Source: an optimization exercise on an open RTL-to-GDS flow (aim: small area and a short achievable clock period). Production flows keep margins and buffers that such runs may drop.
Power is estimated from default activity; no workload was simulated.

==> flow/design.v (excerpt) <==
module ranker_top (
    input  logic                  clk,
    input  logic                  reset,
    input  logic [axil_pkg::addr_width-1:0] awaddr,
    input  logic                  awvalid,
    output logic                  awready,
    input  logic [axil_pkg::data_width-1:0] wdata,
    input  logic [axil_pkg::strb_width-1:0] wstrb,
    input  logic                  wvalid,
    output logic                  wready,
    output axil_pkg::resp_t                 bresp,
    output logic                  bvalid,
    input  logic                  bready,
    input  logic [axil_pkg::addr_width-1:0] araddr,
    input  logic                  arvalid,
    output logic                  arready,
    output logic [axil_pkg::data_width-1:0] rdata,
    output axil_pkg::resp_t                 rresp,
    output logic                  rvalid,
    input  logic                  rready,
    output logic                  irq_out
);
export LEC_CHECK = 0
export CAP_MARGIN = 20
export CORE_MARGIN = 2
export CORE_UTILIZATION = 40
export SETUP_SLACK_MARGIN = 4.5
export SLEW_MARGIN = 20
create_clock -name core_clock -period 7.5 [get_ports {clk}]
run.sh (not shown) runs the stock make flow with config.mk's settings and CLKGATE_MAP_FILE= SYNTH_SCRIPT=/design/flow/synth_recipe.tcl, a recipe that flattens the netlist after the stock synthesis.
The starting point passed the timing, DRC and antenna checks.
==> next run, changes <==
--- a/flow/design.v
+++ b/flow/design.v
@@ -75,50 +75,46 @@
     localparam logic [3:0] w_score   = 4'hE;
     localparam logic [3:0] w_result  = 4'hF;
     function automatic logic writable(input logic [15:0] a);
         writable = (a[15:6] == 10'd0) && (a[1:0] == 2'd0) &&
                    (a[5:2] == w_control || a[5:2] == w_config ||
                     (a[5:2] >= w_hash_lo && a[5:2] != w_result));
     endfunction
     function automatic logic readable(input logic [15:0] a);
         readable = (a[15:6] == 10'd0) && (a[1:0] == 2'd0) &&
                    (a[5:2] <= w_config || a[5:2] >= w_hash_lo);
     endfunction
-    logic       st_idle, st_data, st_resp;
+    logic       st_data, st_resp;
     logic [3:0] aw_word;
-    logic       aw_ok, aw_err;
+    logic       aw_ok;
     logic       wr_en;
-    assign awready = st_idle;
+    assign awready = ~(st_data | st_resp);
     assign wready  = st_data;
     assign bvalid  = st_resp;
-    assign bresp   = axil_pkg::resp_t'({aw_err, 1'b0});
+    assign bresp   = axil_pkg::resp_t'({~aw_ok, 1'b0});
     assign wr_en   = st_data && wvalid && aw_ok;
     always_ff @(posedge clk or posedge reset) begin
         if (reset) begin
-            st_idle <= 1'b1;
             st_data <= 1'b0;
             st_resp <= 1'b0;
         end else begin
-            if (st_idle && awvalid) st_idle <= 1'b0;
-            else if (st_resp && bready) st_idle <= 1'b1;
-            if (st_idle && awvalid) st_data <= 1'b1;
+            if (awready && awvalid) st_data <= 1'b1;
             else if (st_data && wvalid) st_data <= 1'b0;
             if (st_data && wvalid) st_resp <= 1'b1;
             else if (st_resp && bready) st_resp <= 1'b0;
         end
     end
     always_ff @(posedge clk) begin
-        if (st_idle) begin
+        if (awready) begin
             aw_word <= awaddr[5:2];
             aw_ok   <= writable(awaddr);
-            aw_err  <= !writable(awaddr);
         end
     end
     logic        live_q;
     logic [31:0] control_q, config_q, hash_lo_q, hash_hi_q, seg_lo_q, seg_hi_q;
     logic [31:0] pos_lo_q, pos_hi_q, score_q, result_q;
     logic        done_q;
     logic [6:0]  rank_q;
     logic [31:0] wr_data;
     always_ff @(posedge clk or posedge reset) begin
         if (reset) live_q <= 1'b0;
         else       live_q <= 1'b1;
@@ -171,57 +167,51 @@
     assign irq_out = run2_q;
     always_ff @(posedge clk or posedge reset) begin
         if (reset)       done_q <= 1'b0;
         else if (run2_q) done_q <= 1'b1;
     end
     always_ff @(posedge clk) begin
         if (run2_q) begin
             result_q <= diff2_q + {17'd0, cnt, 8'd0};
             rank_q   <= cnt;
         end
     end
-    logic        rd_idle, rd_busy;
+    logic        rd_busy;
     logic [31:0] rd_word;
     logic        rd_ok;
     logic        rd_err;
-    assign arready = rd_idle;
+    assign arready = ~rd_busy;
     assign rvalid  = rd_busy;
     assign rresp   = axil_pkg::resp_t'({rd_err, 1'b0});
     always_ff @(posedge clk or posedge reset) begin
         if (reset) begin
-            rd_idle <= 1'b1;
             rd_busy <= 1'b0;
         end else begin
-            if (arvalid && rd_idle) begin
-                rd_idle <= 1'b0;
-                rd_busy <= 1'b1;
-            end else if (rd_busy && rready) begin
-                rd_idle <= 1'b1;
-                rd_busy <= 1'b0;
-            end
+            if (arvalid && !rd_busy) rd_busy <= 1'b1;
+            else if (rd_busy && rready) rd_busy <= 1'b0;
         end
     end
     assign rd_ok = readable(araddr);
     always_comb begin
         case (araddr[5:2])
             w_control: rd_word = control_q;
             w_status:  rd_word = {9'd0, done_q ? rank_q : 7'd0, 14'd0, done_q, 1'b0};
             w_config:  rd_word = config_q;
             w_hash_lo: rd_word = hash_lo_q;
             w_hash_hi: rd_word = hash_hi_q;
             w_seg_lo:  rd_word = seg_lo_q;
             w_seg_hi:  rd_word = seg_hi_q;
             w_pos_lo:  rd_word = pos_lo_q;
             w_pos_hi:  rd_word = pos_hi_q;
             w_score:   rd_word = score_q;
             w_result:  rd_word = done_q ? result_q : 32'd0;
             default:   rd_word = '0;
         endcase
         if (!rd_ok || !live_q) rd_word = '0;
     end
     always_ff @(posedge clk) begin
-        if (rd_idle) begin
+        if (!rd_busy) begin
             rdata  <= rd_word;
             rd_err <= !rd_ok;
         end
     end
 endmodule
Result:
- The changed run finished clean
- critical path depth decreases by 4
- fmax shrinks by 1.3%
- power went down by 3.9%
- final area goes down by 1.2%
- flip-flop and latch count fell by 3
- worst setup slack is worse by 0.041 ns
- wire length decreases by 4.2%
No run of this note included a check of the RTL's function; only the layout flow was run.

-- separate check: timing with driven ports --
In the flow no input, the clock included, has a driving cell. The finished layouts below were timed again as built, in two steps.
Step 1: set_driving_cell puts a clkbuf_16 on clk and a buf_2 on each other input, an assumption about the parent block.
Step 2 adds t to the input delays and takes it off the output delays; t is the mean of the earliest and latest rising clock arrival at the registers after step 1. Input paths then give back, and output paths get back, about the clock's delay inside the block.
Slacks: ideal ports / drivers / drivers and shift; pairs: ideal ports / drivers.
run | shift t [ns] | setup WS [ns] | worst setup path at the end | latest minus earliest clock arrival (ns) | worst data-port slew with drivers (ns)
the first run | 0.647 | 4.382 / 4.382 / 3.824 | input to register | 0.017 / 0.017 | 0.04
the second run | 0.637 | 4.341 / 4.370 / 3.734 | input to register | 0.018 / 0.019 | 0.05
After both steps every run listed still meets setup and hold. The setup slack of the second run, which loses most, moves by +0.029 ns with the drivers and by -0.607 ns with both steps.
